Source: an optimization exercise on an open RTL-to-GDS flow (aim: small area, a short achievable clock period and few clock cycles per item). Production flows keep margins and buffers that such runs may drop. The RTL was checked by simulation tests, not by an equivalence proof against the original design. Power and IR drop assume default switching activity.

==> design/flow/design.v <==
module mult_stream_mac #(
    parameter int DATA_WIDTH = 8,
    parameter int MAP_SIZE = 32,
    parameter int LANES = 32,
    localparam int BEATS = MAP_SIZE * MAP_SIZE / LANES,
    localparam int ACC_WIDTH = 2 * DATA_WIDTH + $clog2(BEATS)
) (
    input  logic                         clk,
    input  logic                         rst_n,
    input  logic                         mode,
    input  logic                         in_valid,
    output logic                         in_ready,
    input  logic [LANES*DATA_WIDTH-1:0]  a,
    input  logic [LANES*DATA_WIDTH-1:0]  b,
    output logic                         out_valid,
    input  logic                         out_ready,
    output logic [LANES*ACC_WIDTH-1:0]   out_data,
    output logic                         out_last
);
    localparam int CW = (BEATS > 1) ? $clog2(BEATS) : 1;
    localparam logic [CW-1:0] LAST_CNT = CW'(BEATS - 1);
    localparam int CSW = 25;    
    logic [CW-1:0]               r_cnt;
    logic                        r_map_mode;
    logic [LANES*CSW-1:0]        r_cs;
    logic                        r_v1, r_last1, r_mode1;
    logic [LANES*ACC_WIDTH-1:0]  r_res;
    logic                        r_out_valid, r_out_last;
    localparam int NK = 6;         
    logic [NK-1:0]               r_keep;
    logic [NK-1:0]               w_keep_nxt;
    logic                        w_stall, w_take, w_adv, w_kn, w_mode;
    assign w_stall   = r_out_valid & ~out_ready;
    assign in_ready  = ~w_stall;
    assign w_take    = in_valid & ~w_stall;
    assign w_mode    = (r_cnt == '0) ? mode : r_map_mode;
    assign w_adv     = r_v1 & ~w_stall;
    assign w_kn      = r_map_mode & (r_cnt != '0);
    assign w_keep_nxt[0] = w_kn;
    assign w_keep_nxt[1] = w_kn & in_valid;
    assign w_keep_nxt[2] = w_kn | ~in_valid;
    assign w_keep_nxt[3] = ~w_kn;
    assign w_keep_nxt[4] = ~(w_kn & in_valid);
    assign w_keep_nxt[5] = ~(w_kn | ~in_valid);
    assign out_valid = r_out_valid;
    assign out_data  = r_res;
    assign out_last  = r_out_last;
    for (genvar i = 0; i < LANES; i++) begin : g_lane
        logic [CSW-1:0]       w_cs;
        logic [ACC_WIDTH-1:0] w_r, w_s;
        mult_stream_mac_pp u_pp (
            .x(a[i*DATA_WIDTH +: DATA_WIDTH]), .y(b[i*DATA_WIDTH +: DATA_WIDTH]), .cs(w_cs)
        );
        localparam int K = i * NK / LANES;
        logic w_keep;
        assign w_keep = (K >= NK / 2) ? ~r_keep[K] : r_keep[K];
        assign w_r = w_keep ? r_res[i*ACC_WIDTH +: ACC_WIDTH] : '0;
        mult_stream_mac_acc u_acc (.cs(r_cs[i*CSW +: CSW]), .r(w_r), .s(w_s));
        always_ff @(posedge clk) begin
            if (w_take) r_cs[i*CSW +: CSW] <= w_cs;
            if (w_adv) r_res[i*ACC_WIDTH +: ACC_WIDTH] <= w_s;
        end
    end
    always_ff @(posedge clk or negedge rst_n) begin
        if (!rst_n) begin
            r_cnt       <= '0;
            r_map_mode  <= 1'b0;
            r_v1        <= 1'b0;
            r_last1     <= 1'b0;
            r_mode1     <= 1'b0;
            r_keep      <= '0;
            r_out_valid <= 1'b0;
            r_out_last  <= 1'b0;
        end else begin
            if (w_take) begin
                r_cnt <= (r_cnt == LAST_CNT) ? '0 : r_cnt + CW'(1);
                if (r_cnt == '0) r_map_mode <= mode;
            end
            if (!w_stall) begin
                r_v1        <= in_valid;
                r_last1     <= (r_cnt == LAST_CNT);
                r_mode1     <= w_mode;
                r_keep      <= w_keep_nxt;
                r_out_valid <= w_adv & (~r_mode1 | r_last1);
                r_out_last  <= r_mode1 | r_last1;
            end
        end
    end
endmodule
module mult_stream_mac_pp (
    input  logic [7:0] x,
    input  logic [7:0] y,
    output logic [24:0] cs
);
    logic m1;
    logic m2;
    logic m3;
    logic m4;
    logic m5;
    logic m6;
    logic m7;
    logic m8;
    logic m9;
    logic m10;
    logic m11;
    logic m12;
    logic m13;
    logic m14;
    logic m15;
    logic m16;
    logic m17;
    logic m18;
    logic m19;
    logic m20;
    logic m21;
    logic m22;
    logic m23;
    logic m24;
    logic m25;
    logic m26;
    logic m27;
    logic m28;
    logic m29;
    logic m30;
    logic m31;
    logic m32;
    logic m33;
    logic m34;
    logic m35;
    logic m36;
    logic m37;
    logic m38;
    logic m39;
    logic m40;
    logic m41;
    logic m42;
    logic m43;
    logic m44;
    logic m45;
    logic m46;
    logic m47;
    logic m48;
    logic m49;
    logic m50;
    logic m51;
    logic m52;
    logic m53;
    logic m54;
    logic m55;
    logic m56;
    logic m57;
    logic m58;
    logic m59;
    logic m60;
    logic m61;
    logic m62;
    logic m63;
    logic m64;
    logic m65;
    logic m66;
    logic m67;
    logic m68;
    logic m69;
    logic m70;
    logic m71;
    logic m72;
    logic m73;
    logic m74;
    logic m75;
    logic m76;
    logic m77;
    logic m78;
    logic m79;
    logic m80;
    logic m81;
    logic m82;
    logic m83;
    logic m84;
    logic m85;
    logic m86;
    logic m87;
    logic m88;
    logic m89;
    logic m90;
    logic m91;
    logic m92;
    logic m93;
    logic m94;
    logic m95;
    logic m96;
    logic m97;
    logic m98;
    logic m99;
    logic m100;
    logic m101;
    logic m102;
    logic m103;
    logic m104;
    logic m105;
    logic m106;
    logic m107;
    logic m108;
    logic m109;
    logic m110;
    logic m111;
    logic m112;
    logic m113;
    logic m114;
    logic m115;
    logic m116;
    logic m117;
    logic m118;
    logic m119;
    logic m120;
    logic m121;
    logic m122;
    logic m123;
    logic m124;
    logic m125;
    logic m126;
    logic m127;
    logic m128;
    logic m129;
    logic m130;
    logic m131;
    logic m132;
    logic m133;
    logic m134;
    logic m135;
    logic m136;
    logic m137;
    logic m138;
    logic m139;
    logic m140;
    logic m141;
    logic m142;
    logic m143;
    logic m144;
    logic m145;
    logic m146;
    logic m147;
    logic m148;
    logic m149;
    logic m150;
    logic m151;
    logic m152;
    logic m153;
    logic m154;
    logic m155;
    logic m156;
    logic m157;
    logic m158;
    logic m159;
    logic m160;
    logic m161;
    logic m162;
    logic m163;
    logic m164;
    logic m165;
    logic m166;
    logic m167;
    logic m168;
    logic m169;
    logic m170;
    logic m171;
    logic m172;
    logic m173;
    logic m174;
    logic m175;
    logic m176;
    assign m1 = x[0] & y[0];
    assign m2 = x[0] & y[1];
    assign m3 = x[0] & y[2];
    assign m4 = x[0] & y[3];
    assign m5 = x[0] & y[4];
    assign m6 = x[0] & y[5];
    assign m7 = x[0] & y[6];
    assign m8 = ~(x[0] & y[7]);
    assign m9 = x[1] & y[0];
    assign m10 = x[1] & y[1];
    assign m11 = x[1] & y[2];
    assign m12 = x[1] & y[3];
    assign m13 = x[1] & y[4];
    assign m14 = x[1] & y[5];
    assign m15 = x[1] & y[6];
    assign m16 = ~(x[1] & y[7]);
    assign m17 = x[2] & y[0];
    assign m18 = x[2] & y[1];
    assign m19 = x[2] & y[2];
    assign m20 = x[2] & y[3];
    assign m21 = x[2] & y[4];
    assign m22 = x[2] & y[5];
    assign m23 = x[2] & y[6];
    assign m24 = ~(x[2] & y[7]);
    assign m25 = x[3] & y[0];
    assign m26 = x[3] & y[1];
    assign m27 = x[3] & y[2];
    assign m28 = x[3] & y[3];
    assign m29 = x[3] & y[4];
    assign m30 = x[3] & y[5];
    assign m31 = x[3] & y[6];
    assign m32 = ~(x[3] & y[7]);
    assign m33 = x[4] & y[0];
    assign m34 = x[4] & y[1];
    assign m35 = x[4] & y[2];
    assign m36 = x[4] & y[3];
    assign m37 = x[4] & y[4];
    assign m38 = x[4] & y[5];
    assign m39 = x[4] & y[6];
    assign m40 = ~(x[4] & y[7]);
    assign m41 = x[5] & y[0];
    assign m42 = x[5] & y[1];
    assign m43 = x[5] & y[2];
    assign m44 = x[5] & y[3];
    assign m45 = x[5] & y[4];
    assign m46 = x[5] & y[5];
    assign m47 = x[5] & y[6];
    assign m48 = ~(x[5] & y[7]);
    assign m49 = x[6] & y[0];
    assign m50 = x[6] & y[1];
    assign m51 = x[6] & y[2];
    assign m52 = x[6] & y[3];
    assign m53 = x[6] & y[4];
    assign m54 = x[6] & y[5];
    assign m55 = x[6] & y[6];
    assign m56 = ~(x[6] & y[7]);
    assign m57 = ~(x[7] & y[0]);
    assign m58 = ~(x[7] & y[1]);
    assign m59 = ~(x[7] & y[2]);
    assign m60 = ~(x[7] & y[3]);
    assign m61 = ~(x[7] & y[4]);
    assign m62 = ~(x[7] & y[5]);
    assign m63 = ~(x[7] & y[6]);
    assign m64 = x[7] & y[7];
    assign m65 = m2 ^ m9;
    assign m66 = m2 & m9;
    assign m67 = m3 ^ m10 ^ m17;
    assign m68 = (m3 & m10) | (m3 & m17) | (m10 & m17);
    assign m69 = m66 ^ m67;
    assign m70 = m66 & m67;
    assign m71 = m4 ^ m11 ^ m18;
    assign m72 = (m4 & m11) | (m4 & m18) | (m11 & m18);
    assign m73 = m25 ^ m68 ^ m71;
    assign m74 = (m25 & m68) | (m25 & m71) | (m68 & m71);
    assign m75 = m70 ^ m73;
    assign m76 = m70 & m73;
    assign m77 = m5 ^ m12 ^ m19;
    assign m78 = (m5 & m12) | (m5 & m19) | (m12 & m19);
    assign m79 = m26 ^ m33 ^ m72;
    assign m80 = (m26 & m33) | (m26 & m72) | (m33 & m72);
    assign m81 = m77 ^ m74 ^ m79;
    assign m82 = (m77 & m74) | (m77 & m79) | (m74 & m79);
    assign m83 = m76 ^ m81;
    assign m84 = m76 & m81;
    assign m85 = m6 ^ m13 ^ m20;
    assign m86 = (m6 & m13) | (m6 & m20) | (m13 & m20);
    assign m87 = m27 ^ m34 ^ m41;
    assign m88 = (m27 & m34) | (m27 & m41) | (m34 & m41);
    assign m89 = m78 ^ m85 ^ m87;
    assign m90 = (m78 & m85) | (m78 & m87) | (m85 & m87);
    assign m91 = m80 ^ m89 ^ m82;
    assign m92 = (m80 & m89) | (m80 & m82) | (m89 & m82);
    assign m93 = m7 ^ m14 ^ m21;
    assign m94 = (m7 & m14) | (m7 & m21) | (m14 & m21);
    assign m95 = m28 ^ m35 ^ m42;
    assign m96 = (m28 & m35) | (m28 & m42) | (m35 & m42);
    assign m97 = m49 ^ m86 ^ m88;
    assign m98 = (m49 & m86) | (m49 & m88) | (m86 & m88);
    assign m99 = m93 ^ m95 ^ m90;
    assign m100 = (m93 & m95) | (m93 & m90) | (m95 & m90);
    assign m101 = m97 ^ m99;
    assign m102 = m97 & m99;
    assign m103 = m8 ^ m15 ^ m22;
    assign m104 = (m8 & m15) | (m8 & m22) | (m15 & m22);
    assign m105 = m29 ^ m36 ^ m43;
    assign m106 = (m29 & m36) | (m29 & m43) | (m36 & m43);
    assign m107 = m50 ^ m57 ^ m94;
    assign m108 = (m50 & m57) | (m50 & m94) | (m57 & m94);
    assign m109 = m96 ^ m103 ^ m105;
    assign m110 = (m96 & m103) | (m96 & m105) | (m103 & m105);
    assign m111 = m98 ^ m107 ^ m109;
    assign m112 = (m98 & m107) | (m98 & m109) | (m107 & m109);
    assign m113 = m100 ^ m111;
    assign m114 = m100 & m111;
    assign m115 = ~(m16 ^ m23);
    assign m116 = m16 | m23;
    assign m117 = m30 ^ m37 ^ m44;
    assign m118 = (m30 & m37) | (m30 & m44) | (m37 & m44);
    assign m119 = m51 ^ m58 ^ m104;
    assign m120 = (m51 & m58) | (m51 & m104) | (m58 & m104);
    assign m121 = m106 ^ m115 ^ m117;
    assign m122 = (m106 & m115) | (m106 & m117) | (m115 & m117);
    assign m123 = m108 ^ m110 ^ m119;
    assign m124 = (m108 & m110) | (m108 & m119) | (m110 & m119);
    assign m125 = m121 ^ m112 ^ m123;
    assign m126 = (m121 & m112) | (m121 & m123) | (m112 & m123);
    assign m127 = m24 ^ m31 ^ m38;
    assign m128 = (m24 & m31) | (m24 & m38) | (m31 & m38);
    assign m129 = m45 ^ m52 ^ m59;
    assign m130 = (m45 & m52) | (m45 & m59) | (m52 & m59);
    assign m131 = m116 ^ m118 ^ m127;
    assign m132 = (m116 & m118) | (m116 & m127) | (m118 & m127);
    assign m133 = m129 ^ m120 ^ m122;
    assign m134 = (m129 & m120) | (m129 & m122) | (m120 & m122);
    assign m135 = m131 ^ m124 ^ m133;
    assign m136 = (m131 & m124) | (m131 & m133) | (m124 & m133);
    assign m137 = m32 ^ m39 ^ m46;
    assign m138 = (m32 & m39) | (m32 & m46) | (m39 & m46);
    assign m139 = m53 ^ m60 ^ m128;
    assign m140 = (m53 & m60) | (m53 & m128) | (m60 & m128);
    assign m141 = m130 ^ m137 ^ m132;
    assign m142 = (m130 & m137) | (m130 & m132) | (m137 & m132);
    assign m143 = m139 ^ m134 ^ m141;
    assign m144 = (m139 & m134) | (m139 & m141) | (m134 & m141);
    assign m145 = m40 ^ m47 ^ m54;
    assign m146 = (m40 & m47) | (m40 & m54) | (m47 & m54);
    assign m147 = m61 ^ m138 ^ m145;
    assign m148 = (m61 & m138) | (m61 & m145) | (m138 & m145);
    assign m149 = m140 ^ m147 ^ m142;
    assign m150 = (m140 & m147) | (m140 & m142) | (m147 & m142);
    assign m151 = m48 ^ m55 ^ m62;
    assign m152 = (m48 & m55) | (m48 & m62) | (m55 & m62);
    assign m153 = m146 ^ m151 ^ m148;
    assign m154 = (m146 & m151) | (m146 & m148) | (m151 & m148);
    assign m155 = m56 ^ m63 ^ m152;
    assign m156 = (m56 & m63) | (m56 & m152) | (m63 & m152);
    assign m157 = m84 ^ m91;
    assign m158 = m84 & m91;
    assign m159 = m92 ^ m101;
    assign m160 = m92 & m101;
    assign m161 = m102 ^ m113;
    assign m162 = m102 & m113;
    assign m163 = m114 ^ m125;
    assign m164 = m114 & m125;
    assign m165 = m126 ^ m135;
    assign m166 = m126 & m135;
    assign m167 = m136 ^ m143;
    assign m168 = m136 & m143;
    assign m169 = m144 ^ m149;
    assign m170 = m144 & m149;
    assign m171 = m150 ^ m153;
    assign m172 = m150 & m153;
    assign m173 = m154 ^ m155;
    assign m174 = m154 & m155;
    assign m175 = m64 ^ m156;
    assign m176 = m64 & m156;
    assign cs[0] = m1;
    assign cs[1] = m65;
    assign cs[2] = m69;
    assign cs[3] = m75;
    assign cs[4] = m83;
    assign cs[5] = m157;
    assign cs[6] = m158;
    assign cs[7] = m159;
    assign cs[8] = m160;
    assign cs[9] = m161;
    assign cs[10] = m162;
    assign cs[11] = m163;
    assign cs[12] = m164;
    assign cs[13] = m165;
    assign cs[14] = m166;
    assign cs[15] = m167;
    assign cs[16] = m168;
    assign cs[17] = m169;
    assign cs[18] = m170;
    assign cs[19] = m171;
    assign cs[20] = m172;
    assign cs[21] = m173;
    assign cs[22] = m174;
    assign cs[23] = m175;
    assign cs[24] = m176;
endmodule
module mult_stream_mac_acc (
    input  logic [24:0] cs,
    input  logic [20:0] r,
    output logic [20:0] s
);
    logic t1;
    logic t2;
    logic t3;
    logic t4;
    logic t5;
    logic t6;
    logic t7;
    logic t8;
    logic t9;
    logic t10;
    logic t11;
    logic t12;
    logic t13;
    logic t14;
    logic t15;
    logic t16;
    logic t17;
    logic t18;
    logic t19;
    logic t20;
    logic t21;
    logic t22;
    logic t23;
    logic t24;
    logic t25;
    logic t26;
    logic t27;
    logic t28;
    logic t29;
    logic t30;
    logic t31;
    logic t32;
    logic t33;
    logic t34;
    logic t35;
    logic t36;
    logic t37;
    logic t38;
    logic t39;
    logic t40;
    logic t41;
    logic t42;
    logic t43;
    logic t44;
    logic t45;
    logic t46;
    logic t47;
    logic t48;
    logic t49;
    logic t50;
    logic t51;
    logic t52;
    logic t53;
    logic t54;
    logic t55;
    logic t56;
    logic t57;
    logic t58;
    logic t59;
    logic t60;
    logic t61;
    logic t62;
    logic t63;
    logic t64;
    logic t65;
    logic t66;
    logic t67;
    logic t68;
    logic t69;
    logic t70;
    logic t71;
    logic t72;
    logic t73;
    logic t74;
    logic t75;
    logic t76;
    logic t77;
    logic t78;
    logic t79;
    logic t80;
    logic t81;
    logic t82;
    logic t83;
    logic t84;
    logic t85;
    logic t86;
    logic t87;
    logic t88;
    logic t89;
    logic t90;
    logic t91;
    logic t92;
    logic t93;
    logic t94;
    logic t95;
    logic t96;
    logic t97;
    logic t98;
    logic t99;
    logic t100;
    logic t101;
    logic t102;
    logic t103;
    logic t104;
    logic t105;
    logic t106;
    logic t107;
    logic t108;
    logic t109;
    logic t110;
    logic t111;
    logic t112;
    logic t113;
    logic t114;
    logic t115;
    logic t116;
    logic t117;
    logic t118;
    logic t119;
    logic t120;
    logic t121;
    logic t122;
    logic t123;
    logic t124;
    logic t125;
    logic t126;
    logic t127;
    logic t128;
    logic t129;
    logic t130;
    logic t131;
    logic t132;
    logic t133;
    logic t134;
    logic t135;
    logic t136;
    logic t137;
    logic t138;
    logic t139;
    logic t140;
    logic t141;
    logic t142;
    logic t143;
    logic t144;
    logic t145;
    logic t146;
    logic t147;
    logic t148;
    logic t149;
    logic t150;
    logic t151;
    logic t152;
    assign t1 = r[5] ^ cs[5];
    assign t2 = cs[6] | (r[5] & cs[5]);
    assign t3 = r[6] ^ cs[7];
    assign t4 = cs[8] | (r[6] & cs[7]);
    assign t5 = r[7] ^ cs[9];
    assign t6 = cs[10] | (r[7] & cs[9]);
    assign t7 = r[8] ^ cs[11];
    assign t8 = cs[12] | (r[8] & cs[11]);
    assign t9 = r[9] ^ cs[13];
    assign t10 = cs[14] | (r[9] & cs[13]);
    assign t11 = r[10] ^ cs[15];
    assign t12 = cs[16] | (r[10] & cs[15]);
    assign t13 = r[11] ^ cs[17];
    assign t14 = cs[18] | (r[11] & cs[17]);
    assign t15 = r[12] ^ cs[19];
    assign t16 = cs[20] | (r[12] & cs[19]);
    assign t17 = r[13] ^ cs[21];
    assign t18 = cs[22] | (r[13] & cs[21]);
    assign t19 = r[14] ^ cs[23];
    assign t20 = cs[24] | (r[14] & cs[23]);
    assign t21 = ~t20;
    assign t22 = ~r[16];
    assign t23 = ~r[17];
    assign t24 = ~r[18];
    assign t25 = ~r[19];
    assign t26 = ~r[20];
    assign t27 = cs[0] & r[0];
    assign t28 = cs[0] ^ r[0];
    assign t29 = cs[1] & r[1];
    assign t30 = cs[1] ^ r[1];
    assign t31 = cs[2] & r[2];
    assign t32 = cs[2] ^ r[2];
    assign t33 = cs[3] & r[3];
    assign t34 = cs[3] ^ r[3];
    assign t35 = cs[4] & r[4];
    assign t36 = cs[4] ^ r[4];
    assign t37 = t1 & 1'b0;
    assign t38 = t1 ^ 1'b0;
    assign t39 = t2 & t3;
    assign t40 = t2 ^ t3;
    assign t41 = t4 & t5;
    assign t42 = t4 ^ t5;
    assign t43 = t6 & t7;
    assign t44 = t6 ^ t7;
    assign t45 = t8 & t9;
    assign t46 = t8 ^ t9;
    assign t47 = t10 & t11;
    assign t48 = t10 ^ t11;
    assign t49 = t12 & t13;
    assign t50 = t12 ^ t13;
    assign t51 = t14 & t15;
    assign t52 = t14 ^ t15;
    assign t53 = t16 & t17;
    assign t54 = t16 ^ t17;
    assign t55 = t18 & t19;
    assign t56 = t18 ^ t19;
    assign t57 = t21 & r[15];
    assign t58 = t21 ^ r[15];
    assign t59 = t20 & t22;
    assign t60 = t20 ^ t22;
    assign t61 = r[16] & t23;
    assign t62 = r[16] ^ t23;
    assign t63 = r[17] & t24;
    assign t64 = r[17] ^ t24;
    assign t65 = r[18] & t25;
    assign t66 = r[18] ^ t25;
    assign t67 = r[19] & t26;
    assign t68 = r[19] ^ t26;
    assign t69 = t29 | (t30 & t27);
    assign t70 = t30 & t28;
    assign t71 = t33 | (t34 & t31);
    assign t72 = t34 & t32;
    assign t73 = t37 | (t38 & t35);
    assign t74 = t38 & t36;
    assign t75 = t41 | (t42 & t39);
    assign t76 = t42 & t40;
    assign t77 = t45 | (t46 & t43);
    assign t78 = t46 & t44;
    assign t79 = t49 | (t50 & t47);
    assign t80 = t50 & t48;
    assign t81 = t53 | (t54 & t51);
    assign t82 = t54 & t52;
    assign t83 = t57 | (t58 & t55);
    assign t84 = t58 & t56;
    assign t85 = t61 | (t62 & t59);
    assign t86 = t62 & t60;
    assign t87 = t65 | (t66 & t63);
    assign t88 = t66 & t64;
    assign t89 = t31 | (t32 & t69);
    assign t90 = t32 & t70;
    assign t91 = t71 | (t72 & t69);
    assign t92 = t72 & t70;
    assign t93 = t39 | (t40 & t73);
    assign t94 = t40 & t74;
    assign t95 = t75 | (t76 & t73);
    assign t96 = t76 & t74;
    assign t97 = t47 | (t48 & t77);
    assign t98 = t48 & t78;
    assign t99 = t79 | (t80 & t77);
    assign t100 = t80 & t78;
    assign t101 = t55 | (t56 & t81);
    assign t102 = t56 & t82;
    assign t103 = t83 | (t84 & t81);
    assign t104 = t84 & t82;
    assign t105 = t63 | (t64 & t85);
    assign t106 = t64 & t86;
    assign t107 = t87 | (t88 & t85);
    assign t108 = t88 & t86;
    assign t109 = t35 | (t36 & t91);
    assign t110 = t36 & t92;
    assign t111 = t73 | (t74 & t91);
    assign t112 = t74 & t92;
    assign t113 = t93 | (t94 & t91);
    assign t114 = t94 & t92;
    assign t115 = t95 | (t96 & t91);
    assign t116 = t96 & t92;
    assign t117 = t51 | (t52 & t99);
    assign t118 = t52 & t100;
    assign t119 = t81 | (t82 & t99);
    assign t120 = t82 & t100;
    assign t121 = t101 | (t102 & t99);
    assign t122 = t102 & t100;
    assign t123 = t103 | (t104 & t99);
    assign t124 = t104 & t100;
    assign t125 = t67 | (t68 & t107);
    assign t126 = t68 & t108;
    assign t127 = t43 | (t44 & t115);
    assign t128 = t44 & t116;
    assign t129 = t77 | (t78 & t115);
    assign t130 = t78 & t116;
    assign t131 = t97 | (t98 & t115);
    assign t132 = t98 & t116;
    assign t133 = t99 | (t100 & t115);
    assign t134 = t100 & t116;
    assign t135 = t117 | (t118 & t115);
    assign t136 = t118 & t116;
    assign t137 = t119 | (t120 & t115);
    assign t138 = t120 & t116;
    assign t139 = t121 | (t122 & t115);
    assign t140 = t122 & t116;
    assign t141 = t123 | (t124 & t115);
    assign t142 = t124 & t116;
    assign t143 = t59 | (t60 & t141);
    assign t144 = t60 & t142;
    assign t145 = t85 | (t86 & t141);
    assign t146 = t86 & t142;
    assign t147 = t105 | (t106 & t141);
    assign t148 = t106 & t142;
    assign t149 = t107 | (t108 & t141);
    assign t150 = t108 & t142;
    assign t151 = t125 | (t126 & t141);
    assign t152 = t126 & t142;
    assign s[0] = t28;
    assign s[1] = t30 ^ t27;
    assign s[2] = t32 ^ t69;
    assign s[3] = t34 ^ t89;
    assign s[4] = t36 ^ t91;
    assign s[5] = t38 ^ t109;
    assign s[6] = t40 ^ t111;
    assign s[7] = t42 ^ t113;
    assign s[8] = t44 ^ t115;
    assign s[9] = t46 ^ t127;
    assign s[10] = t48 ^ t129;
    assign s[11] = t50 ^ t131;
    assign s[12] = t52 ^ t133;
    assign s[13] = t54 ^ t135;
    assign s[14] = t56 ^ t137;
    assign s[15] = t58 ^ t139;
    assign s[16] = t60 ^ t141;
    assign s[17] = t62 ^ t143;
    assign s[18] = t64 ^ t145;
    assign s[19] = t66 ^ t147;
    assign s[20] = t68 ^ t149;
endmodule
==> design/flow/flow/run.sh <==
#!/bin/bash
# The standard layout, with plain buffers (buf_1) rather than delay cells on the ports; ORFS's
# resizer sizes them afterwards as it does every cell. Each step's log is in orfs/logs/.
set -euo pipefail
bash standard.sh "BUFFER_PORTS_ARGS=-buffer_cell sky130_fd_sc_hd__buf_1" finish > standard.log 2>&1
==> design/flow/standard.sh <==
#!/bin/bash
# synth_recipe.tcl (not shown) runs the flow's synth.tcl, then flattens the netlist and writes it again
# the make line also repeats each setting of config.mk as NAME=value (left out here)
make -C /OpenROAD-flow-scripts/flow DESIGN_CONFIG=/design/flow/config.mk WORK_HOME=/design/flow/orfs CLKGATE_MAP_FILE= SYNTH_SCRIPT=/design/flow/synth_recipe.tcl "${@:-finish}"
==> design/flow/config.mk <==
export PLATFORM = sky130hd
export DESIGN_NAME = mult_stream_mac
export DESIGN_NICKNAME = mult_stream_mac
export VERILOG_FILES = /design/flow/design.v
export SDC_FILE = /design/flow/constraint.sdc
export NUM_CORES = 4
export LEC_CHECK = 0
export CAP_MARGIN = 20
export CORE_MARGIN = 2
export CORE_UTILIZATION = 40
export SETUP_SLACK_MARGIN = 3.3
export SLEW_MARGIN = 20
==> design/flow/constraint.sdc <==
create_clock -name core_clock -period 7.2 [get_ports {clk}]
set_input_delay 1.4400 -clock core_clock [delete_from_list [all_inputs] [get_ports {clk}]]
set_output_delay 1.4400 -clock core_clock [all_outputs]
set_load 0.01 [all_outputs]
==> results of run 1 <==
-- through the flow --
| stage | util | power (mW) |
|---|---|---|
| 5_1_grt | 0.454 | 64.1 |
| 2_1_floorplan | - | 39.6 |
| 4_1_cts | 0.453 | 59.3 |
| 3_3_place_gp | 0.432 | 48.4 |
| 3_5_place_dp | 0.432 | 48.8 |
| 6_report | 0.454 | 58.6 |
-- registers in the layout, indices dropped and copies added (netlist names) --
register and count:
r_v1 1, r_cs 800, r_map_mode 1, r_last1 1, r_mode1 1, r_out_last 1
r_out_valid 1, r_cnt 5, r_keep 6, r_res 672
-- critical path, cell delays in order (launching register included) --
cell     delay [ps]
dfrtp_4         600
buf_12          220
and2_1          150
ha_1            160
or2_2           290
ha_1            360
a21o_1          220
a21oi_4         190
nor2b_1          90
a311o_1         350
a221o_1         420
o31a_1          290
xor2_1          140
-- layout make-up --
type                    count  area, um2  area share
inverters                1815       6820      0.0468
repair buffers           1249       5250      0.0361
flip-flops and latches   1489      44700       0.307
multi-input cells        8139      77100       0.530
clock inverters           113       1130     0.00777
clock buffers             236       5070      0.0349
diodes                     58        145    0.000997
well taps                4305       5390      0.0370
-- metal layers --
layer / vias up / GRT usage
met5: - / 0
met4: 44 / 0.0947
met3: 602 / 0.0552
met2: 2047 / 0.322
met1: 42000 / 0.258
li1: 40700 / -
-- path summary, 6_finish.rpt --
path	end	start	cells past startpoint	slack (ps)
setup / recovery	r_res[82]	r_keep[0]	12	3410
hold / removal	r_out_last	r_out_last	2	470
setup reg to reg	r_res[82]	r_keep[0]	12	3410
hold reg to reg	r_out_last	r_out_last	2	470
max in group asynchronous	r_keep[2]	rst_n	1	6290
min in group asynchronous	r_out_last	rst_n	1	520
-- kinds of logic after synthesis --
group,count (synthesis),synth area share
simple gates,3980,0.162
mux,3,0.000253
xor+xnor,421,0.0286
fa+ha+maj,2851,0.359
buf+inv,1924,0.0561
compound gates,884,0.0471
flops,1489,0.346
-- repair_timing --
action                                 in CTS  in global routing
pin swaps                                   0                  4
endpoints found under the hold margin       0                  0
setup buffers                              17                  9
gates resized for setup                    16                 24
setup endpoints to repair                 112                 58
-- cells in the final DEF, fill, tap and decap left out, types with 147 or more instances in the layout --
| cell | synthesis | routed |
|---|---|---|
| a21oi_1 | 176 | 174 |
| and2_1 | 1333 | 1332 |
| buf_1 | 2 | 1190 |
| clkbuf_16 | 0 | 195 |
| edfxtp_1 | 1472 | 1472 |
| fa_1 | 1408 | 1408 |
| ha_1 | 1443 | 1443 |
| inv_1 | 1815 | 1813 |
| nand2_1 | 1313 | 1312 |
| nor2_1 | 175 | 175 |
| nor2b_1 | 262 | 261 |
| or2_2 | 327 | 327 |
| xnor2_1 | 274 | 274 |
| xor2_1 | 147 | 147 |
-- power by group --
| group | leakage [nW] | internal (mW) | switching [mW] |
|---|---|---|---|
| sequential | 14.4 | 15.7 | 1.86 |
| clock | 3.00 | 5.66 | 4.05 |
| combinational | 47.0 | 12.8 | 18.6 |
| total | 64.4 | 34.1 | 24.5 |
==> impl_metrics.csv, run 1 <==
group,metric,value,unit
run_status,status,"finished clean",
drt,dr_wl_met3,26000,um
drt,remaining_drc_errors,0,
sta,fmax,264,MHz
placed_design,place.gp.congestion,0.907,
synthesis,netlist_instances,11600,
cts,hold_buffers,0,
power_and_ir_drop,p_leak,64.4,nW
synthesis,synthArstFlopShare,0.0114,
floorplanning,die-area,327000,um2
drt,dr.pass1.iters,7,
drt,wirelength,333000,um
cts,clockBufferDepth,4,
cells_and_area,instances_no_fill,17400,
synthesis,synth_seq_cells,1489,
floorplanning,pin_count,1192,
synthesis,synth_common_cells,"inv_1, edfxtp_1, ha_1",
sta,tightest_slew,1040,ps
sta,fin_ws,3410,ps
synthesis,synthFlopType,"edfxtp_1",
sta,setup_viol,0,
cts,insertion_delay,890,ps
synthesis,yosysTopAreaCell,"edfxtp_1",
worst_setup_path,cp_max_fo,24,
synthesis,syn_area,129000,um2
global_routing,overflow,0,
drt,routed.top_layer,"met5",
floorplanning,initial_core_util,0.402,
placed_design,io_buffers,1191,
synthesis,syn_area_per_cell,11.2,um2
floorplanning,rows,208,
sta,setup-tns-final,0,ps
cts,cts_tree,"built",
drt,wl_met2,151000,um
cts,cts_max_level,4,
worst_setup_path,crit_path_end_kind,"register",
cells_and_area,nets,16300,
cts,cts_buffers,192,
synthesis,synth_top_cell_area_share,0.343,
sta,grt_setup_unrepaired,"true",
placed_design,pre_cts_ws,2600,ps
placed_design,place_hpwl,265000,um
sta,slew_viol_final,0,
worst_setup_path,required,7790,ps
cells_and_area,fillers,30300,
synthesis,syn_nets,14900,
drt,detail_route.wl_per_cell,19.2,um
global_routing,grt_max_degree,146,
synthesis,synth.distinct_cells,66,
drt,vias,85300,
synthesis,ys_top_cells_by_area,"edfxtp_1, fa_1, ha_1",
worst_setup_path,critPathKind,"register to register",
cts,cts.sink_count,1489,
synthesis,synth_edf_count,1472,
drt,m1WireLength,138000,um
synthesis,yosysSeqAreaShare,0.346,
floorplanning,die_h,571,um
sta,skew,67.8,ps
floorplanning,coreArea,321000,um2
placed_design,dpl_cell_area,139000,um2
worst_hold_path,hold_class,"register to register",
cells_and_area,area_delta_synth_final,13.0,%
worst_setup_path,crit_arrival,4380,ps
run,maxCapViolations,0,
sta,slew_headroom,0.305,
drt,via_per_inst,4.90,
global_routing,antenna_found_initial,95,
drt,ant_nets,0,
worst_setup_path,cp-start-kind,"register",
cells_and_area,final_area,146000,um2
floorplanning,die_x,571,um
cells_and_area,drive_gt1_frac,0.0542,
cts,root_buffer,"clkbuf_16",
global_routing,grt_pass1_wl,513000,um
global_routing,grt_pass1_vias,87400,
drt,first_iter_violations,4601,
power_and_ir_drop,power.density,403,nW/um2
sta,hold_slack,467,ps
sta,hold_viol,0,
global_routing,gr-usage-all-layers,0.203,
placed_design,placed_cells,17000,
sta,fin_crit,3790,ps
cts,path_clk_slew,60,ps
sta,period_share,0.526,
synthesis,yosysMostFrequentCell,"inv_1",
power_and_ir_drop,ir_drop,0.241,mV
synthesis,yosysWarnings,1,
Testbench counts, summed over its fixed seeds: cycles 4,112, items 4,096.
==> inputs of run 2 (changes only) <==
--- a/design/flow/config.mk
+++ b/design/flow/config.mk
@@ -8,5 +8,5 @@
 export CAP_MARGIN = 20
 export CORE_MARGIN = 2
 export CORE_UTILIZATION = 40
-export SETUP_SLACK_MARGIN = 3.3
+export SETUP_SLACK_MARGIN = 3.7
 export SLEW_MARGIN = 20
==> impl_metrics.csv, run 2 <==
group,metric,value,unit
synthesis,synth_common_cells,"inv_1, edfxtp_1, ha_1",
sta,slew_headroom,0.309,
sta,slew_viol_final,0,
synthesis,synth.distinct_cells,66,
sta,hold_viol,0,
run,maxCapViolations,0,
cells_and_area,largest_registers,"r_cs: 800 flops, r_res: 672 flops, r_keep: 6 flops",
synthesis,synth_edf_count,1472,
synthesis,synthFlopType,"edfxtp_1",
placed_design,place.gp.congestion,0.907,
global_routing,overflow,0,
worst_setup_path,crit_path_end_kind,"register",
floorplanning,die_x,571,um
synthesis,yosysWarnings,1,
cells_and_area,final_common_cell,"inv_1",
cells_and_area,multi_input_area,80400,um2
floorplanning,pin_count,1192,
cells_and_area,seqCellArea,44700,um2
power_and_ir_drop,comb_power_share,0.565,
cts,insertion_delay,900,ps
drt,dr.pass1.iters,7,
floorplanning,initial_core_util,0.402,
worst_setup_path,cp-start-kind,"register",
sta,tightest_slew,1040,ps
drt,dr_wl_met3,27400,um
sta,period_share,0.496,
global_routing,grt_max_degree,146,
synthesis,synthArstFlopShare,0.0114,
synthesis,synth_seq_cells,1489,
synthesis,syn_area,129000,um2
drt,ant_nets,0,
synthesis,ys_top_cells_by_area,"edfxtp_1, fa_1, ha_1",
global_routing,grt_pass1_vias,88300,
power_and_ir_drop,p_leak,66.7,nW
global_routing,gr-usage-all-layers,0.207,
power_and_ir_drop,switchingPower,26.1,mW
synthesis,yosysTopAreaCell,"edfxtp_1",
drt,wl_met2,158000,um
sta,fin_ws,3630,ps
cells_and_area,top_register,"r_cs",
synthesis,synth_top_cell_area_share,0.343,
worst_setup_path,required,7790,ps
worst_setup_path,cp_slowest_stage_delay,490,ps
synthesis,yosysMostFrequentCell,"inv_1",
power_and_ir_drop,intPower,36.6,mW
worst_hold_path,hold_depth,2,
power_and_ir_drop,pwr-share-clk,0.155,
worst_setup_path,cp_max_fo,8,
synthesis,netlist_instances,11600,
global_routing,antenna_found_initial,110,
cts,cts_max_level,4,
power_and_ir_drop,power.density,414,nW/um2
worst_setup_path,crit_chain,"buf_12, buf_12, buf_6, and2_4, ha_4, or2_4, ha_4, a21o_1, a21oi_2, nor2b_2, a311o_1, a221o_1, o31a_1, xor2_1",
drt,detail_route.wl_per_cell,19.7,um
floorplanning,die-area,327000,um2
worst_setup_path,critPathKind,"register to register",
worst_setup_path,r2r_cells,14,
cells_and_area,drive_gt1_frac,0.140,
cells_and_area,nets,16400,
placed_design,placed_cells,17000,
cts,cts_buffers,192,
synthesis,syn_nets,14900,
cells_and_area,largest_reg_flops,800,
cts,root_buffer,"clkbuf_16",
synthesis,yosysSeqAreaShare,0.346,
power_and_ir_drop,swShare,0.416,
drt,m1WireLength,142000,um
sta,setup_viol,0,
floorplanning,coreArea,321000,um2
placed_design,io_buffers,1191,
drt,wirelength,346000,um
synthesis,syn_area_per_cell,11.2,um2
sta,fin_crit,3570,ps
floorplanning,rows,208,
placed_design,pre_cts_ws,2600,ps
drt,remaining_drc_errors,0,
drt,first_iter_violations,4726,
worst_hold_path,hold_class,"register to register",
run_status,status,"finished clean",
placed_design,place_hpwl,265000,um
sta,fmax,280,MHz
cells_and_area,final_cell_mix,"inv_1, edfxtp_1, nand2_1, ha_1, and2_1",
drt,via_per_inst,4.94,
cells_and_area,area_delta_synth_final,17.5,%
global_routing,grt_pass1_wl,521000,um
cts,cts.sink_count,1489,
power_and_ir_drop,share_seq_of_total_power,0.280,
cells_and_area,instances_no_fill,17600,
drt,vias,86700,
cts,path_clk_slew,60,ps
power_and_ir_drop,ir_drop,0.255,mV
worst_setup_path,critPathSlowestCell,"dfrtp_4",
cts,cts_tree,"built",
sta,grt_setup_unrepaired,"true",
worst_setup_path,crit_arrival,4160,ps
sta,skew,72.9,ps
cells_and_area,fillers,29700,
drt,routed.top_layer,"met5",
cts,clockBufferDepth,4,
floorplanning,die_h,571,um
cts,hold_buffers,0,
-- run 2: changes by cell type in the layout (fill, tap and decap cells not counted), moves of 105 or more --
cell / change
fa_1: -162
ha_1: -153
buf_1: -419
fa_2: +162
buf_2: +294
ha_4: +127
buf_4: +105
-- run 2: worst paths after layout --
kind	from	to	slack, ps
worst max-delay path	r_keep[0]	r_res[82]	3630
worst min-delay path	r_out_last	r_out_last	470
worst max register to register	r_keep[0]	r_res[82]	3630
worst min register to register	r_out_last	r_out_last	470
max in group asynchronous	rst_n	r_keep[4]	6290
min in group asynchronous	rst_n	r_out_last	520
-- run 2: metrics by stage --
step | hold WS (ps) | power (mW) | utilization | instance area (um2) | TNS (ps)
3_3_place_gp | 455 | 48.4 | 0.432 | 139000 | 0
6_report | 467 | 62.7 | 0.472 | 151000 | 0
2_1_floorplan | 450 | 39.6 | - | 129000 | -5716020
4_1_cts | 476 | 60.7 | 0.460 | 148000 | 0
3_5_place_dp | 462 | 48.8 | 0.432 | 139000 | 0
5_1_grt | 489 | 68.1 | 0.472 | 151000 | 0
-- run 2: power groups by stage --
stage / sequential [mW] / clock, mW / combinational, mW
detailed placement: 17.8 / 0 / 31.0
global placement: 17.8 / 0 / 30.5
finish: 17.6 / 9.72 / 35.4
CTS: 17.6 / 10.1 / 33.1
global route: 17.9 / 10.3 / 39.9
floorplan: 18.3 / 0 / 21.2
-- run 2: cell type report --
| cell class | count | share of cell area |
|---|---|---|
| inverters | 1815 | 0.0451 |
| repair buffers | 1398 | 0.0511 |
| multi-input cells | 8139 | 0.531 |
| well taps | 4305 | 0.0356 |
| flip-flops and latches | 1489 | 0.295 |
| clock inverters | 113 | 0.00747 |
| clock buffers | 236 | 0.0335 |
| diodes | 57 | 0.000942 |
-- run 2: repair_timing --
item | in CTS | in global routing
gates cloned | 7 | 12
setup endpoints to repair | 696 | 516
pin swaps | 79 | 293
buffers inserted | 79 | 77
resized for setup | 614 | 727
-- run 2: cell families after synthesis --
group	synth area share
simple gates	0.162
fa+ha+maj	0.359
buf+inv	0.0561
flops	0.346
compound gates	0.0471
xor+xnor	0.0286
mux	0.000253
-- run 2: worst max-delay path, delay by kind of cell, from the launching register on --
| kind | cells | cell delay, ps |
|---|---|---|
| AO/OA/AOI/OAI | 5 | 1440 |
| XOR/XNOR | 1 | 140 |
| adder cells (fa/ha/maj) | 2 | 310 |
| buffers and inverters | 3 | 420 |
| flip-flops | 1 | 490 |
| AND/OR/NAND/NOR | 3 | 430 |
-- run 2: routing by layer --
layer  up-vias  GRT usage
li1      41000          -
met1     42800      0.261
met2      2243      0.330
met3       634     0.0569
met4        46     0.0946
met5         -          0
==> inputs of run 3 (changes only) <==
--- a/design/flow/config.mk
+++ b/design/flow/config.mk
@@ -8,5 +8,6 @@
 export CAP_MARGIN = 20
 export CORE_MARGIN = 2
 export CORE_UTILIZATION = 40
-export SETUP_SLACK_MARGIN = 3.7
+export PLACE_DENSITY = 0.8
+export SETUP_SLACK_MARGIN = 3.6
 export SLEW_MARGIN = 20
==> impl_metrics.csv, run 3 <==
group,metric,value,unit
cells_and_area,fillers,28200,
synthesis,synth_edf_count,1472,
synthesis,netlist_instances,11600,
sta,fin_ws,3520,ps
power_and_ir_drop,share_seq_of_total_power,0.281,
drt,routed.top_layer,"met5",
drt,dr.pass1.iters,6,
cts,cts_tree,"built",
cts,clockBufferDepth,4,
drt,m1WireLength,133000,um
synthesis,yosysMostFrequentCell,"inv_1",
sta,fin_crit,3680,ps
sta,hold_slack,479,ps
drt,ant_nets,0,
sta,skew,55.7,ps
power_and_ir_drop,pwr-share-clk,0.151,
cts,cts_max_level,4,
sta,grt_setup_unrepaired,"true",
synthesis,synth_common_cells,"inv_1, edfxtp_1, ha_1",
cells_and_area,largest_registers,"r_cs: 800 flops, r_res: 672 flops, r_keep: 6 flops",
synthesis,synth.distinct_cells,66,
synthesis,synth_xor_xnor_area_share,0.0286,
synthesis,syn_area_per_cell,11.2,um2
synthesis,syn_area,129000,um2
floorplanning,die_x,571,um
worst_hold_path,hold_class,"register to register",
cts,cts_buffers,182,
cts,path_clk_slew,70,ps
cells_and_area,nets,16400,
floorplanning,coreArea,321000,um2
cells_and_area,largest_reg_flops,800,
drt,via_per_inst,5.18,
power_and_ir_drop,ir_drop,0.307,mV
synthesis,synth_compound_area_frac,0.0471,
global_routing,grt_pass1_vias,92700,
floorplanning,die_h,571,um
global_routing,grt_pass1_wl,526000,um
cells_and_area,seqCellArea,44700,um2
sta,hold_viol,0,
floorplanning,initial_core_util,0.402,
synthesis,yosysTopAreaCell,"edfxtp_1",
drt,wirelength,353000,um
synthesis,synthArstFlopShare,0.0114,
power_and_ir_drop,switchingPower,26.4,mW
placed_design,place_hpwl,259000,um
sta,setup-tns-final,0,ps
synthesis,yosysWarnings,1,
synthesis,synth_adder_area_share,0.359,
placed_design,io_buffers,1191,
cells_and_area,top_register,"r_cs",
placed_design,placed_cells,17000,
cells_and_area,drive_gt1_frac,0.123,
sta,slew_viol_final,0,
worst_setup_path,crit_path_end_kind,"register",
cts,cts.sink_count,1489,
power_and_ir_drop,total_power,62.5,mW
power_and_ir_drop,power.density,417,nW/um2
floorplanning,rows,208,
run_status,status,"finished clean",
sta,setup_viol,0,
cells_and_area,final_common_cell,"inv_1",
drt,remaining_drc_errors,0,
drt,wl_met2,165000,um
power_and_ir_drop,swShare,0.422,
worst_setup_path,crit_arrival,4310,ps
cts,root_buffer,"clkbuf_16",
sta,slew_headroom,0.303,
placed_design,pre_cts_ws,2350,ps
run,maxCapViolations,0,
synthesis,synthFlopType,"edfxtp_1",
worst_setup_path,cp-start-kind,"register",
cells_and_area,final_area,150000,um2
synthesis,synthSimpleGateAreaFrac,0.162,
cts,insertion_delay,880,ps
cells_and_area,final_util,0.468,
synthesis,synth_top_cell_area_share,0.343,
global_routing,grt_max_degree,175,
synthesis,yosysSeqAreaShare,0.346,
power_and_ir_drop,comb_power_share,0.567,
synthesis,ys_top_cells_by_area,"edfxtp_1, fa_1, ha_1",
drt,detail_route.wl_per_cell,20.1,um
synthesis,synth_top_family_by_area,"adder cells",
global_routing,gr-usage-all-layers,0.206,
drt,dr_wl_met3,32700,um
global_routing,overflow,0,
sta,period_share,0.512,
cells_and_area,multi_input_area,79300,um2
cells_and_area,area_delta_synth_final,16.4,%
placed_design,dpl_cell_area,139000,um2
sta,fmax,271,MHz
power_and_ir_drop,p_leak,66.6,nW
cells_and_area,final_cell_mix,"inv_1, edfxtp_1, ha_1, fa_1, nand2_1",
worst_setup_path,cp_max_fo,7,
worst_setup_path,required,7830,ps
synthesis,synthMuxAreaShare,0.000253,
power_and_ir_drop,intPower,36.2,mW
floorplanning,die-area,327000,um2
drt,first_iter_violations,6274,
floorplanning,pin_count,1192,
cts,hold_buffers,0,
synthesis,synth_seq_cells,1489,
sta,tightest_slew,1050,ps
placed_design,place.gp.congestion,0.922,
synthesis,syn_nets,14900,
drt,vias,90800,
worst_setup_path,critPathKind,"register to register",
cells_and_area,instances_no_fill,17500,
global_routing,antenna_found_initial,85,
run 3: changes by cell type in the layout (fill, tap and decap cells not counted), moves of 39 or more:
cell      previous run  this run
buf_2              294       101
ha_4               127        80
ha_1              1290      1329
fa_2               162        84
clkbuf_4            58         9
fa_1              1246      1324
clkbuf_2            62       299
run 3: repair_timing:
| item | 4_1_cts | 5_1_grt |
|---|---|---|
| setup buffers | 50 | 78 |
| gates cloned | 14 | 17 |
| resized for setup | 250 | 742 |
| pin swaps | 54 | 171 |
| endpoints found under the setup margin | 363 | 411 |
run 3: layout make-up:
class,count,area share
Sequential cell,1489,0.298
Timing Repair Buffer,1390,0.0515
Inverter,1815,0.0455
Clock inverter,116,0.00803
Multi-Input combinational cell,8139,0.528
Antenna cell,69,0.00115
Tap cell,4305,0.0359
Clock buffer,210,0.0318
run 3: cell families after synthesis:
group | Yosys count
DFF | 1489
and+or+nand+nor | 3980
adders and majority gates | 2851
muxes | 3
AOI/OAI and AO/OA | 884
buffers and inverters | 1924
xor gates and xnor gates | 421
run 3: final timing paths:
| kind | start | endpoint | depth (start not counted) | slack (ps) |
|---|---|---|---|---|
| max | r_keep[3] | r_res[415] | 13 | 3520 |
| min | r_out_last | r_out_last | 2 | 480 |
| max reg2reg | r_keep[3] | r_res[415] | 13 | 3520 |
| min reg2reg | r_out_last | r_out_last | 2 | 480 |
| max in group asynchronous | rst_n | r_keep[4] | 1 | 5840 |
| min in group asynchronous | rst_n | r_keep[1] | 1 | 680 |
run 3: worst max-delay path: stages, from the launching register on:
cell and delay (ps):
dfrtp_4 590, buf_4 180, buf_12 140, buf_16 170
nor2b_1 70, ha_1 200, or2_2 300, ha_1 340
and4_1 220, a31oi_2 120, o211ai_1 340, nand2_1 140
fa_2 570, inv_1 40
run 3: layer usage:
layer,vias to the layer above,global-route usage
li1,41000,-
met1,45300,0.248
met2,3633,0.337
met3,875,0.0539
met4,30,0.108
met5,-,0
run 3: power by group through the flow:
| stage | Clock [mW] | Combinational [mW] | Sequential (mW) |
|---|---|---|---|
| 2_1_floorplan | 0 | 21.2 | 18.3 |
| 3_3_place_gp | 0 | 29.6 | 17.6 |
| 3_5_place_dp | 0 | 31.0 | 17.7 |
| 4_1_cts | 9.66 | 33.0 | 17.6 |
| 5_1_grt | 9.93 | 39.5 | 17.9 |
| 6_report | 9.47 | 35.5 | 17.6 |
==> inputs of run 4 (changes only) <==
--- a/design/flow/config.mk
+++ b/design/flow/config.mk
@@ -8,6 +8,6 @@
 export CAP_MARGIN = 20
 export CORE_MARGIN = 2
 export CORE_UTILIZATION = 40
-export PLACE_DENSITY = 0.8
 export SETUP_SLACK_MARGIN = 3.6
 export SLEW_MARGIN = 20
+export TNS_END_PERCENT = 30
==> impl_metrics.csv, run 4 <==
group,metric,value,unit
run_status,status,"finished clean",
cells_and_area,drive_gt1_frac,0.0967,
synthesis,syn_nets,14900,
sta,grt_setup_unrepaired,"true",
synthesis,synthArstFlopShare,0.0114,
worst_setup_path,rr_startpoint,"r_keep[0]",
drt,vias,86300,
worst_setup_path,critPathSlowestCell,"fa_1",
cells_and_area,top_register,"r_cs",
global_routing,grt_pass1_vias,87600,
synthesis,yosysSeqAreaShare,0.346,
cts,root_buffer,"clkbuf_16",
sta,fin_crit,3700,ps
worst_hold_path,hp-start,"r_last1",
worst_setup_path,cp-start-kind,"input pin",
cells_and_area,largest_registers,"r_cs: 800 flops, r_res: 672 flops, r_keep: 6 flops",
synthesis,yosysWarnings,1,
synthesis,synth.distinct_cells,66,
sta,fmax,271,MHz
cts,cts_max_level,4,
synthesis,yosysMostFrequentCell,"inv_1",
synthesis,synth_seq_cells,1489,
drt,detail_route.wl_per_cell,19.4,um
worst_setup_path,critPathKind,"input pin to register",
drt,via_per_inst,4.93,
floorplanning,die-area,327000,um2
global_routing,antenna_found_initial,88,
global_routing,grt_pass1_wl,518000,um
placed_design,place.gp.congestion,0.870,
placed_design,place_hpwl,259000,um
placed_design,io_buffers,1191,
worst_setup_path,crit_arrival,4280,ps
cells_and_area,final_util,0.464,
global_routing,grt_max_degree,167,
sta,skew,89.0,ps
synthesis,synth_common_cells,"inv_1, edfxtp_1, ha_1",
synthesis,synth_edf_count,1472,
floorplanning,rows,208,
power_and_ir_drop,power.density,409,nW/um2
synthesis,yosysTopAreaCell,"edfxtp_1",
floorplanning,die_x,571,um
synthesis,ys_top_cells_by_area,"edfxtp_1, fa_1, ha_1",
global_routing,overflow,0,
drt,remaining_drc_errors,0,
sta,hold_viol,0,
cts,cts_tree,"built",
synthesis,syn_area_per_cell,11.2,um2
cts,path_clk_slew,60,ps
cells_and_area,final_area,149000,um2
worst_setup_path,cp_max_fo,8,
worst_setup_path,r2r_slack,3540,ps
worst_setup_path,reg2reg_to,"r_res[82]",
power_and_ir_drop,ir_drop,0.259,mV
cells_and_area,instances_no_fill,17500,
worst_setup_path,cp_slowest_stage_delay,540,ps
worst_setup_path,crit_chain,"buf_1, nand2_1, fa_1, fa_1, fa_1, fa_1, inv_1, ha_1",
synthesis,synth_top_cell_area_share,0.343,
synthesis,syn_area,129000,um2
cells_and_area,final_common_cell,"inv_1",
drt,dr.pass1.iters,6,
floorplanning,pin_count,1192,
sta,tightest_slew,1170,ps
sta,hold_slack,484,ps
cells_and_area,final_cell_mix,"inv_1, edfxtp_1, fa_1, ha_1, nand2_1",
synthesis,synthFlopType,"edfxtp_1",
worst_hold_path,holdPathEnd,"r_last1",
placed_design,dpl_cell_area,139000,um2
cells_and_area,largest_reg_flops,800,
floorplanning,coreArea,321000,um2
cts,cts.sink_count,1489,
global_routing,gr-usage-all-layers,0.205,
cells_and_area,nets,16300,
worst_hold_path,hold_depth,2,
cts,hold_buffers,0,
sta,period_share,0.513,
sta,slew_viol_final,0,
worst_hold_path,hold_class,"register to register",
power_and_ir_drop,p_leak,65.8,nW
worst_setup_path,crit_top_cell,"fa_1",
drt,first_iter_violations,4530,
run,maxCapViolations,0,
floorplanning,die_h,571,um
floorplanning,initial_core_util,0.402,
worst_setup_path,required,7780,ps
worst_setup_path,r2r_cells,12,
synthesis,netlist_instances,11600,
worst_setup_path,crit_path_end_kind,"register",
sta,slew_headroom,0.217,
drt,ant_nets,0,
sta,setup_viol,0,
cts,clockBufferDepth,4,
cells_and_area,area_delta_synth_final,15.5,%
drt,wirelength,340000,um
placed_design,placed_cells,17000,
cts,cts_buffers,192,
cts,insertion_delay,910,ps
## run 4: cell counts after synthesis
Identical to the previous run, type by type.
## run 4: worst max-delay path: cells and delay by family
family | cells | cell delay, ps
adder cells (fa/ha/maj) | 5 | 2330
buffers and inverters | 2 | 360
AND/OR/NAND/NOR | 1 | 140
## run 4: metrics by stage
step | TNS (ps) | setup slack (ps) | power [mW]
finish | 0 | 3500 | 60.8
global route | 0 | 3440 | 66.3
CTS | 0 | 3470 | 60.1
detailed placement | 0 | 2410 | 48.6
global placement | 0 | 2400 | 48.2
floorplan | -8105180 | -7110 | 39.7
## run 4: area by class of cell
type | instances | area, um2
fillers | 30100 | 172000
diodes | 44 | 110
clock inverters | 113 | 1060
flip-flops and latches | 1489 | 44700
repair buffers | 1340 | 6870
inverters | 1815 | 6820
clock buffers | 237 | 5090
well taps | 4305 | 5390
multi-input cells | 8139 | 78800
## run 4: report_power, final
group          internal, mW  total [mW]  switching (mW)  leakage (nW)
clock network          5.56        9.63            4.07          2.96
logic                  14.3        33.7            19.4          48.4
registers              15.7        17.5            1.80          14.4
total                  35.5        60.8            25.3          65.8
## run 4: worst max-delay path by stage
stage | from | end | slack, ps | cells past startpoint
floorplan | out_ready | r_cs[0] | -7110 | 5
global placement | a[24] | r_cs[86] | 2400 | 9
detailed placement | out_ready | r_cs[164] | 2410 | 7
CTS | r_keep[0] | r_res[82] | 3470 | 13
global route | r_keep[2] | r_res[269] | 3440 | 12
finish | a[109] | r_cs[338] | 3500 | 8
## run 4: cell families after synthesis
| family | after synthesis | synth area share |
|---|---|---|
| compound gates | 884 | 0.0471 |
| xor+xnor | 421 | 0.0286 |
| fa+ha+maj | 2851 | 0.359 |
| buf+inv | 1924 | 0.0561 |
| flops | 1489 | 0.346 |
| mux | 3 | 0.000253 |
| simple gates | 3980 | 0.162 |
## run 4: metal layers
| metal | GRT usage | share of wire | vias to the layer above |
|---|---|---|---|
| met5 | 0 | 0.00095 | - |
| met4 | 0.0709 | 0.037 | 50 |
| met2 | 0.325 | 0.46 | 1892 |
| met1 | 0.269 | 0.43 | 43000 |
| met3 | 0.0547 | 0.076 | 514 |
| li1 | - | - | 40800 |
## run 4: what timing repair did
| item | in CTS | in global routing |
|---|---|---|
| gates resized for setup | 161 | 520 |
| setup buffers | 49 | 50 |
| pin swaps | 46 | 131 |
| endpoints found under the setup margin | 849 | 400 |
| gates cloned | 9 | 8 |
==> inputs of run 5 (changes only) <==
--- a/design/flow/config.mk
+++ b/design/flow/config.mk
@@ -8,6 +8,6 @@
 export CAP_MARGIN = 20
 export CORE_MARGIN = 2
 export CORE_UTILIZATION = 40
+export CTS_BUF_LIST = sky130_fd_sc_hd__clkbuf_4 sky130_fd_sc_hd__clkbuf_8
 export SETUP_SLACK_MARGIN = 3.6
 export SLEW_MARGIN = 20
-export TNS_END_PERCENT = 30
==> impl_metrics.csv, run 5 <==
group,metric,value,unit
synthesis,synth_seq_cells,1489,
sta,slew_headroom,0.271,
cells_and_area,final_cell_mix,"inv_1, edfxtp_1, fa_1, ha_1, and2_1",
synthesis,syn_nets,14900,
global_routing,grt_pass1_vias,88800,
sta,grt_setup_unrepaired,"true",
synthesis,synth_xor_xnor_area_share,0.0286,
worst_setup_path,reg2reg_to,"r_res[82]",
drt,via_per_inst,4.91,
synthesis,synth_adder_area_share,0.359,
drt,wirelength,344000,um
synthesis,synth_top_cell_area_share,0.343,
cts,cts_buffers,303,
cells_and_area,final_common_cell,"inv_1",
global_routing,overflow,0,
placed_design,pre_cts_ws,2600,ps
synthesis,synth.distinct_cells,66,
global_routing,antenna_found_initial,97,
placed_design,place_hpwl,265000,um
sta,slew_viol_final,0,
floorplanning,die_h,571,um
drt,vias,86700,
floorplanning,die-area,327000,um2
cts,root_buffer,"clkbuf_8",
drt,first_iter_violations,4676,
floorplanning,initial_core_util,0.402,
global_routing,grt_pass1_wl,523000,um
sta,skew,79.1,ps
cts,cts_max_level,5,
synthesis,syn_area_per_cell,11.2,um2
synthesis,synth_common_cells,"inv_1, edfxtp_1, ha_1",
worst_setup_path,required,7920,ps
power_and_ir_drop,comb_power_share,0.558,
drt,detail_route.wl_per_cell,19.5,um
floorplanning,coreArea,321000,um2
cells_and_area,largest_registers,"r_cs: 800 flops, r_res: 672 flops, r_keep: 6 flops",
synthesis,synthFlopType,"edfxtp_1",
power_and_ir_drop,p_leak,65.2,nW
synthesis,ys_top_cells_by_area,"edfxtp_1, fa_1, ha_1",
synthesis,yosysSeqAreaShare,0.346,
power_and_ir_drop,power.density,407,nW/um2
worst_setup_path,rr_startpoint,"r_keep[0]",
floorplanning,die_x,571,um
sta,fin_crit,3600,ps
power_and_ir_drop,intPower,34.7,mW
cts,cts.sink_count,1489,
sta,fin_ws,3600,ps
global_routing,grt_max_degree,146,
worst_setup_path,crit_arrival,4320,ps
synthesis,synthMuxAreaShare,0.000253,
sta,setup_viol,0,
cts,clockBufferDepth,4,
global_routing,gr-usage-all-layers,0.207,
synthesis,yosysMostFrequentCell,"inv_1",
synthesis,syn_area,129000,um2
synthesis,netlist_instances,11600,
drt,dr.pass1.iters,5,
cells_and_area,top_register,"r_cs",
power_and_ir_drop,switchingPower,25.5,mW
power_and_ir_drop,pwr-share-clk,0.151,
worst_hold_path,hold_class,"input pin to async pin",
placed_design,place.gp.congestion,0.907,
run,maxCapViolations,0,
cells_and_area,largest_reg_flops,800,
synthesis,synth_compound_area_frac,0.0471,
cells_and_area,final_util,0.461,
drt,ant_nets,0,
floorplanning,rows,208,
power_and_ir_drop,total_power,60.2,mW
synthesis,synthArstFlopShare,0.0114,
worst_setup_path,crit_path_end_kind,"register",
power_and_ir_drop,swShare,0.423,
worst_setup_path,cp_max_fo,7,
worst_setup_path,r2r_slack,3600,ps
worst_setup_path,cp-start-kind,"register",
cells_and_area,fillers,30200,
synthesis,synth_edf_count,1472,
synthesis,synthSimpleGateAreaFrac,0.162,
sta,hold_viol,0,
power_and_ir_drop,share_seq_of_total_power,0.291,
worst_setup_path,critPathKind,"register to register",
floorplanning,pin_count,1192,
synthesis,yosysTopAreaCell,"edfxtp_1",
cells_and_area,nets,16400,
cts,path_clk_slew,60,ps
cts,cts_tree,"built",
run_status,status,"finished clean",
synthesis,yosysWarnings,1,
cells_and_area,area_delta_synth_final,14.8,%
cells_and_area,drive_gt1_frac,0.0890,
power_and_ir_drop,ir_drop,0.234,mV
cts,insertion_delay,1040,ps
worst_setup_path,r2r_cells,12,
sta,period_share,0.500,
drt,remaining_drc_errors,0,
placed_design,io_buffers,1191,
sta,tightest_slew,1090,ps
sta,fmax,278,MHz
synthesis,synth_top_family_by_area,"adder cells",
run 5: cell counts after synthesis:
Identical to the previous run, type by type.
run 5: cells by family (layout without fill, tap and decap cells):
kind of cell | count (synthesis) | in the layout
AND/OR/NAND/NOR | 3980 | 3980
adder cells (fa/ha/maj) | 2851 | 2851
buffers and inverters | 1924 | 3668
flip-flops | 1489 | 1489
AO/OA/AOI/OAI | 884 | 884
XOR/XNOR | 421 | 421
multiplexers | 3 | 3
other | 0 | 56
run 5: worst max path at each step:
stage	from	endpoint	slack [ps]
finish	r_keep[0]	r_res[82]	3600
global route	r_keep[0]	r_res[125]	3470
CTS	r_keep[1]	r_res[166]	3510
detailed placement	b[35]	r_cs[113]	2600
global placement	a[64]	r_cs[211]	2620
floorplan	out_ready	r_cs[0]	-7110
run 5: worst max-delay path, cell delays in order, from the launching register on:
cell and delay, ps:
dfrtp_4 510, buf_12 170, bufbuf_16 290, and2_1 160, ha_4 150, or2_4 240
ha_4 250, a21oi_2 130, o21bai_1 70, a311o_1 380, a221o_1 470, o31a_1 330
xor2_1 140
run 5: power groups by stage:
stage	combinational [mW]	sequential, mW	clock (mW)
final	33.6	17.5	9.06
after global routing	38.1	17.9	9.74
after CTS	32.6	17.6	9.41
after detailed placement	31.0	17.8	0
after global placement	30.5	17.8	0
after floorplan	21.2	18.3	0
run 5: timing repair:
item	in CTS	in global routing
setup endpoints to repair	290	171
hold buffers	0	0
cloned	7	8
buffers inserted	48	42
gates resized for setup	111	244
pin swaps	20	105
run 5: per-layer routing:
| layer | track usage | up-vias | routed length (um) |
|---|---|---|---|
| met4 | 0.100 | 44 | 18200 |
| li1 | - | 41100 | - |
| met1 | 0.261 | 42700 | 142000 |
| met2 | 0.328 | 2277 | 157000 |
| met5 | 0 | - | 288 |
| met3 | 0.0583 | 655 | 27000 |
run 5: final cells by class:
type | instances | area [um2] | share of cell area
inverter | 1815 | 6820 | 0.0461
clock buffer | 387 | 4870 | 0.0329
clock inverter | 138 | 1060 | 0.00719
tap | 4305 | 5390 | 0.0364
timing repair buffer | 1328 | 6450 | 0.0437
antenna | 56 | 140 | 0.000948
multi-input combinational | 8139 | 78500 | 0.531
sequential | 1489 | 44700 | 0.302
run 5: through the flow:
| stage | cell area [um2] | hold WS [ps] | std cells | setup TNS, ps |
|---|---|---|---|---|
| after detailed placement | 139000 | 462 | 17000 | 0 |
| final | 148000 | 359 | 17700 | 0 |
| after CTS | 146000 | 440 | 17600 | 0 |
| after global routing | 148000 | 290 | 17600 | 0 |
| after floorplan | 129000 | 450 | 11600 | -5716020 |
| after global placement | 139000 | 455 | 17000 | 0 |

==> static timing again, ports no longer ideal <==
In the flow no input, the clock included, has a driving cell. The finished layouts below were timed again as built, in two steps. Step 1, drivers: a clkbuf_16 drives clk and a buf_2 each remaining input, both assumed. Step 2, shift: input delay + t, output delay - t, t = (earliest + latest rising clock arrival at the registers) / 2. This alone moves slack from input paths to output paths. Slacks: no drivers / after step 1 / after step 2; pairs: no drivers / after step 1.
run	t (ns)	setup slack, ns	slew at the worst register clock pin (ns)	pins driven straight from the clock port
run 1	0.953	3.412 / 3.412 / 2.487	0.07 / 0.07	1
run 2	0.957	3.628 / 3.628 / 2.702	0.07 / 0.07	1
run 3	0.937	3.516 / 3.516 / 2.611	0.07 / 0.07	1
run 4	0.961	3.505 / 3.506 / 2.545	0.07 / 0.07	1
run 5	1.095	3.597 / 3.561 / 2.467	0.07 / 0.07	1
After both steps every run listed still meets setup and hold. For run 5, which loses most, drivers alone change the setup slack by -0.036 ns; drivers and shift together by -1.130 ns.
